Background: an optimization exercise with open tools, aiming at small area, a short achievable clock period and few clock cycles. Do not read the settings as production practice.
Power figures rest on the tool's default switching activity, not on a simulated workload.

== north ==
==> flow/design.v <==
package polar_encoder_pkg;
    localparam int NSLOT = 256;
endpackage
import polar_encoder_pkg::*;
module polar_encoder
(
    input  logic       clk,
    input  logic       rst_n,
    input  logic       start,
    input  logic [9:0] N,
    input  logic [7:0] K,
    input  logic       in_valid,
    input  logic       in_bit,
    output logic       in_ready,
    output logic       out_valid,
    output logic       out_bit,
    input  logic       out_ready,
    output logic       busy,
    output logic       out_last
);
    logic       busy_q, in_ready_q, out_valid_q, out_bit_q, out_last_q;
    logic       m512, m256;       
    logic       su_q;             
    logic       pha_q;            
    logic       init_q;           
    logic       par_q;            
    logic [7:0] q_q;
    logic [3:0] k_q;
    logic [3:0] p_q;
    logic [8:0] tn_q;             
    logic [3:0] w_q;
    logic [9:0] c_q;              
    logic       lt_q;             
    logic [8:0] jn_q;             
    logic [NSLOT-1:0] slot_q;
    logic start_acc, hs_in, hs_out, c_last, out_go;
    logic [8:0] nm1, t;
    assign start_acc = start & ~busy_q &
                       ((N == 10'd128) | (N == 10'd256) | (N == 10'd512));
    assign hs_in  = in_valid & in_ready_q;
    assign hs_out = out_valid_q & out_ready;
    assign nm1    = {m512, m512 | m256, 7'h7F};
    assign t      = ~tn_q & nm1;
    assign c_last = (c_q == {1'b0, nm1});
    assign out_go = hs_in & c_last;
    assign busy      = busy_q;
    assign in_ready  = in_ready_q;
    assign out_valid = out_valid_q;
    assign out_bit   = out_bit_q;
    assign out_last  = out_last_q;
    logic [6:0] binom;
    always_comb begin
        case ({p_q, k_q})
            {4'd1, 4'd1}: binom = 7'd1;
            {4'd2, 4'd1}: binom = 7'd2;
            {4'd2, 4'd2}: binom = 7'd1;
            {4'd3, 4'd1}: binom = 7'd3;
            {4'd3, 4'd2}: binom = 7'd3;
            {4'd3, 4'd3}: binom = 7'd1;
            {4'd4, 4'd1}: binom = 7'd4;
            {4'd4, 4'd2}: binom = 7'd6;
            {4'd4, 4'd3}: binom = 7'd4;
            {4'd4, 4'd4}: binom = 7'd1;
            {4'd5, 4'd1}: binom = 7'd5;
            {4'd5, 4'd2}: binom = 7'd10;
            {4'd5, 4'd3}: binom = 7'd10;
            {4'd5, 4'd4}: binom = 7'd5;
            {4'd5, 4'd5}: binom = 7'd1;
            {4'd6, 4'd1}: binom = 7'd6;
            {4'd6, 4'd2}: binom = 7'd15;
            {4'd6, 4'd3}: binom = 7'd20;
            {4'd6, 4'd4}: binom = 7'd15;
            {4'd6, 4'd5}: binom = 7'd6;
            {4'd6, 4'd6}: binom = 7'd1;
            {4'd7, 4'd1}: binom = 7'd7;
            {4'd7, 4'd2}: binom = 7'd21;
            {4'd7, 4'd3}: binom = 7'd35;
            {4'd7, 4'd4}: binom = 7'd35;
            {4'd7, 4'd5}: binom = 7'd21;
            {4'd7, 4'd6}: binom = 7'd7;
            {4'd7, 4'd7}: binom = 7'd1;
            {4'd8, 4'd1}: binom = 7'd8;
            {4'd8, 4'd2}: binom = 7'd28;
            {4'd8, 4'd3}: binom = 7'd56;
            {4'd8, 4'd4}: binom = 7'd70;
            {4'd8, 4'd5}: binom = 7'd56;
            {4'd8, 4'd6}: binom = 7'd28;
            {4'd8, 4'd7}: binom = 7'd8;
            {4'd8, 4'd8}: binom = 7'd1;
            {4'd9, 4'd1}: binom = 7'd9;
            {4'd9, 4'd2}: binom = 7'd36;
            {4'd9, 4'd3}: binom = 7'd84;
            {4'd9, 4'd4}: binom = 7'd126;
            {4'd9, 4'd5}: binom = 7'd126;
            {4'd9, 4'd6}: binom = 7'd84;
            {4'd9, 4'd7}: binom = 7'd36;
            {4'd9, 4'd8}: binom = 7'd9;
            {4'd9, 4'd9}: binom = 7'd1;
            default:      binom = (k_q == 4'd0) ? 7'd1 : 7'd0;
        endcase
    end
    logic gt;
    assign gt = (q_q > {1'b0, binom});
    logic [9:0] d, y, c_next;
    logic [3:0] m, pc, need;
    logic       lt_next;
    always_comb begin
        m  = w_q + {3'b000, lt_q};
        d  = c_q + 10'd1;
        pc = '0;
        for (int i = 0; i < 10; i++) pc = pc + {3'b000, d[i]};
        need = (m > pc) ? (m - pc) : 4'd0;
        for (int i = 0; i < 10; i++) y[i] = d[i] | (need > 4'(i));
        if (lt_q && (y >= {1'b0, t})) begin
            c_next  = {1'b0, t};
            lt_next = 1'b0;
        end else begin
            c_next  = y;
            lt_next = lt_q;
        end
    end
    logic [7:0]  wslot;
    logic [15:0] wr_hi, wr_lo;
    assign wslot = c_q[7:0] ^ {8{m512 & c_q[8]}};
    always_comb begin
        for (int q = 0; q < 16; q++) begin
            wr_hi[q] = (wslot[7:4] == 4'(q));
            wr_lo[q] = (wslot[3:0] == 4'(q)) & hs_in & in_bit;
        end
    end
    logic [15:0] sup_hi, sup_lo, a_hi, b_hi, b_lo;
    logic [15:0] row_a, row_b;
    logic xbit;
    always_comb begin
        for (int q = 0; q < 16; q++) begin
            sup_hi[q] = ((jn_q[7:4] & ~4'(q)) == 4'd0);
            sup_lo[q] = ((jn_q[3:0] & ~4'(q)) == 4'd0);
            b_hi[q]   = ((jn_q[7:4] & (m512 ? 4'(q) : ~4'(q))) == 4'd0);
            b_lo[q]   = ((jn_q[3:0] & (m512 ? 4'(q) : ~4'(q))) == 4'd0);
        end
        a_hi = sup_hi & {16{~jn_q[8]}};
        for (int h = 0; h < 16; h++) begin
            row_a[h] = 1'b0;
            row_b[h] = 1'b0;
            for (int l = 0; l < 16; l++) begin
                if ($countones(16 * h + l) >= 5)
                    row_a[h] = row_a[h] ^ (slot_q[16 * h + l] & sup_lo[l]);
                else
                    row_b[h] = row_b[h] ^ (slot_q[16 * h + l] & b_lo[l]);
            end
        end
        xbit = ^((row_a & a_hi) ^ (row_b & b_hi));
    end
    always_ff @(posedge clk or negedge rst_n) begin
        if (!rst_n) begin
            busy_q      <= 1'b0;
            in_ready_q  <= 1'b0;
            out_valid_q <= 1'b0;
            su_q        <= 1'b0;
            init_q      <= 1'b0;
        end else begin
            if (!busy_q) begin
                busy_q      <= start_acc;
                su_q        <= start_acc & (K != 8'd0);
                out_valid_q <= start_acc & (K == 8'd0);
            end else begin
                init_q <= su_q & ~pha_q & (p_q == 4'd0);
                if (su_q & ~pha_q & (p_q == 4'd0)) su_q <= 1'b0;
                if (init_q)      in_ready_q <= 1'b1;
                else if (out_go) in_ready_q <= 1'b0;
                if (out_go) begin
                    out_valid_q <= 1'b1;
                end else if (hs_out && out_last_q) begin
                    out_valid_q <= 1'b0;
                    busy_q      <= 1'b0;
                end
            end
        end
    end
    always_ff @(posedge clk) begin
        if (!busy_q) begin
            m512  <= N[9];
            m256  <= N[8];
            q_q   <= K;
            k_q   <= 4'd0;
            p_q   <= N[9] ? 4'd9 : N[8] ? 4'd8 : 4'd7;
            pha_q <= 1'b1;
            tn_q  <= '0;
            c_q   <= 10'h3FF;
            lt_q  <= 1'b1;
            par_q <= 1'b0;
            out_bit_q  <= 1'b0;
            out_last_q <= 1'b0;
            jn_q       <= 9'd1;
        end else begin
            if (su_q) begin
                if (pha_q) begin
                    if (gt) begin
                        q_q <= q_q - {1'b0, binom};
                        k_q <= k_q + 4'd1;
                    end else begin
                        pha_q <= 1'b0;
                        w_q   <= p_q - k_q;
                        p_q   <= p_q - 4'd1;
                    end
                end else begin
                    tn_q <= {tn_q[7:0], gt};
                    p_q  <= p_q - 4'd1;
                    if (gt) begin
                        q_q <= q_q - {1'b0, binom};
                        k_q <= k_q - 4'd1;
                    end
                end
            end
            if (init_q || hs_in) begin
                c_q  <= c_next;
                lt_q <= lt_next;
            end
            if (hs_in) par_q <= par_q ^ in_bit;
            if (out_go) begin
                out_bit_q <= par_q ^ in_bit;
            end else if (hs_out) begin
                out_bit_q  <= xbit;
                out_last_q <= (jn_q == nm1);
                jn_q       <= jn_q + 9'd1;
            end
        end
    end
    always_ff @(posedge clk) begin
        for (int h = 0; h < 16; h++) begin
            for (int l = 0; l < 16; l++) begin
                slot_q[16 * h + l] <= (slot_q[16 * h + l] & busy_q) |
                                      (wr_hi[h] & wr_lo[l]);
            end
        end
    end
endmodule
clock: 30.0 ns
lec_check: 0
cap_margin: 20
core_margin: 2
core_utilization: 20
place_density: 0.35
slew_margin: 20
run.sh (not shown) runs the stock make flow with config.mk's settings and CLKGATE_MAP_FILE= SYNTH_SCRIPT=/design/flow/synth_recipe.tcl, a recipe that flattens the netlist after the stock synthesis.
What south does differently from north at the input level:
diff --git a/flow/design.v b/flow/design.v
--- a/flow/design.v
+++ b/flow/design.v
@@ -18,8 +18,10 @@
     output logic       busy,
     output logic       out_last
 );
     logic       busy_q, in_ready_q, out_valid_q, out_bit_q, out_last_q;
+    logic       busy_o;           
+    logic       v_q, b_q;         
     logic       m512, m256;       
     logic       su_q;             
     logic       pha_q;            
     logic       init_q;           
@@ -27,24 +29,24 @@
     logic [7:0] q_q;
     logic [3:0] k_q;
     logic [3:0] p_q;
     logic [8:0] tn_q;             
-    logic [3:0] w_q;
     logic [9:0] c_q;              
     logic       lt_q;             
+    logic [3:0] f_q;              
     logic [8:0] jn_q;             
     logic [NSLOT-1:0] slot_q;
-    logic start_acc, hs_in, hs_out, c_last, out_go;
+    logic start_acc, hs_in, hs_out, c_last, out_go, last_tgt;
     logic [8:0] nm1, t;
     assign start_acc = start & ~busy_q &
                        ((N == 10'd128) | (N == 10'd256) | (N == 10'd512));
     assign hs_in  = in_valid & in_ready_q;
     assign hs_out = out_valid_q & out_ready;
     assign nm1    = {m512, m512 | m256, 7'h7F};
     assign t      = ~tn_q & nm1;
     assign c_last = (c_q == {1'b0, nm1});
-    assign out_go = hs_in & c_last;
-    assign busy      = busy_q;
+    assign out_go = v_q & c_last;
+    assign busy      = busy_o;
     assign in_ready  = in_ready_q;
     assign out_valid = out_valid_q;
     assign out_bit   = out_bit_q;
     assign out_last  = out_last_q;
@@ -100,33 +102,36 @@
         endcase
     end
     logic gt;
     assign gt = (q_q > {1'b0, binom});
-    logic [9:0] d, y, c_next;
-    logic [3:0] m, pc, need;
+    logic [9:0] y, c_next;
+    logic [3:0] tz, need, fy, f_next;
     logic       lt_next;
     always_comb begin
-        m  = w_q + {3'b000, lt_q};
-        d  = c_q + 10'd1;
-        pc = '0;
-        for (int i = 0; i < 10; i++) pc = pc + {3'b000, d[i]};
-        need = (m > pc) ? (m - pc) : 4'd0;
-        for (int i = 0; i < 10; i++) y[i] = d[i] | (need > 4'(i));
+        tz = 4'd10;
+        for (int i = 9; i >= 0; i--) if (!c_q[i]) tz = 4'(i);
+        need = (tz > f_q) ? (tz - f_q) : 4'd0;
+        fy   = (f_q > tz) ? (f_q - tz + 4'd1) : 4'd1;
+        y    = c_q + 10'd1;
+        for (int i = 0; i < 10; i++) if (need > 4'(i)) y[i] = 1'b1;
         if (lt_q && (y >= {1'b0, t})) begin
             c_next  = {1'b0, t};
+            f_next  = 4'd1;
             lt_next = 1'b0;
         end else begin
             c_next  = y;
+            f_next  = fy;
             lt_next = lt_q;
         end
     end
+    assign last_tgt = ((v_q | init_q) ? c_next : c_q) == {1'b0, nm1};
     logic [7:0]  wslot;
     logic [15:0] wr_hi, wr_lo;
     assign wslot = c_q[7:0] ^ {8{m512 & c_q[8]}};
     always_comb begin
         for (int q = 0; q < 16; q++) begin
             wr_hi[q] = (wslot[7:4] == 4'(q));
-            wr_lo[q] = (wslot[3:0] == 4'(q)) & hs_in & in_bit;
+            wr_lo[q] = (wslot[3:0] == 4'(q)) & v_q & b_q;
         end
     end
     logic [15:0] sup_hi, sup_lo, a_hi, b_hi, b_lo;
     logic [15:0] row_a, row_b;
@@ -155,30 +160,36 @@
         if (!rst_n) begin
             busy_q      <= 1'b0;
             in_ready_q  <= 1'b0;
             out_valid_q <= 1'b0;
+            busy_o      <= 1'b0;
+            v_q         <= 1'b0;
             su_q        <= 1'b0;
             init_q      <= 1'b0;
         end else begin
+            v_q <= hs_in;
             if (!busy_q) begin
                 busy_q      <= start_acc;
+                busy_o      <= start_acc;
                 su_q        <= start_acc & (K != 8'd0);
                 out_valid_q <= start_acc & (K == 8'd0);
             end else begin
                 init_q <= su_q & ~pha_q & (p_q == 4'd0);
                 if (su_q & ~pha_q & (p_q == 4'd0)) su_q <= 1'b0;
-                if (init_q)      in_ready_q <= 1'b1;
-                else if (out_go) in_ready_q <= 1'b0;
+                if (su_q & ~pha_q & (p_q == 4'd0)) in_ready_q <= 1'b1;
+                else if (in_valid & last_tgt)      in_ready_q <= 1'b0;
                 if (out_go) begin
                     out_valid_q <= 1'b1;
                 end else if (hs_out && out_last_q) begin
                     out_valid_q <= 1'b0;
                     busy_q      <= 1'b0;
+                    busy_o      <= 1'b0;
                 end
             end
         end
     end
     always_ff @(posedge clk) begin
+        b_q <= in_bit;
         if (!busy_q) begin
             m512  <= N[9];
             m256  <= N[8];
             q_q   <= K;
@@ -199,9 +210,9 @@
                         q_q <= q_q - {1'b0, binom};
                         k_q <= k_q + 4'd1;
                     end else begin
                         pha_q <= 1'b0;
-                        w_q   <= p_q - k_q;
+                        f_q   <= 4'd9 - p_q + k_q;
                         p_q   <= p_q - 4'd1;
                     end
                 end else begin
                     tn_q <= {tn_q[7:0], gt};
@@ -211,16 +222,16 @@
                         k_q <= k_q - 4'd1;
                     end
                 end
             end
-            if (init_q || hs_in) begin
+            if (init_q || v_q) begin
                 c_q  <= c_next;
+                f_q  <= f_next;
                 lt_q <= lt_next;
             end
-            if (hs_in) par_q <= par_q ^ in_bit;
-            if (out_go) begin
-                out_bit_q <= par_q ^ in_bit;
-            end else if (hs_out) begin
+            if (v_q) par_q <= par_q ^ b_q;
+            if (out_go) out_bit_q <= par_q ^ b_q;
+            if (hs_out) begin
                 out_bit_q  <= xbit;
                 out_last_q <= (jn_q == nm1);
                 jn_q       <= jn_q + 9'd1;
             end
Results
Having completed the whole flow, south delivered a layout that passed the timing, design-rule and antenna checks.
Summary of south over north: met2 capacity usage during global routing lost 1.6 points, layout overhead on the synthesized area -0.53 points, power share of the combinational group went down by 30 points, final cycle utilization of the critical path has decreased, maximum frequency has increased.
[compare] base=north new=south: clock net sink count grew by about 0.9%; total power shrank by about 33%; final-layout worst hold slack saw an increase; final cell count now sits lower.
From north to south, final setup TNS did not move at all.
Lower post-synthesis register bit count goes to north over south.
Looking at normalized max-slew margin, south sits 1.7 points below north.
No functional check of the RTL was part of any run of this note.

[what the ideal ports hide]
How much do the figures lean on ideal ports? The routed layouts below were timed once more, with nothing changed but the port constraints. Step 1 (the two cells are an assumption about what drives the block):
set clk [get_ports {clk}]
set_driving_cell -lib_cell sky130_fd_sc_hd__clkbuf_16 $clk
set_driving_cell -lib_cell sky130_fd_sc_hd__buf_2 [delete_from_list [all_inputs] $clk]
Step 2 moves the port delays by t, midway between the first and last clock arrival at a register: inputs arrive t later, outputs are due t later. That takes back most of the time a late clock gives input paths. Three values: no drivers, after step 1, after step 2; two values: the first two.
run | t (ns) | setup slack, ns | slew at the worst register clock pin (ns) | cell pins on the clock port's net
north | 0.623 | 21.975 / 22.007 / 21.385 | 0.06 / 0.06 | 1
south | 0.631 | 22.466 / 22.404 / 22.165 | 0.06 / 0.06 | 1
After both steps every run listed still meets setup and hold. The setup slack of north, which loses most, moves by +0.032 ns with the drivers and by -0.590 ns with both steps.
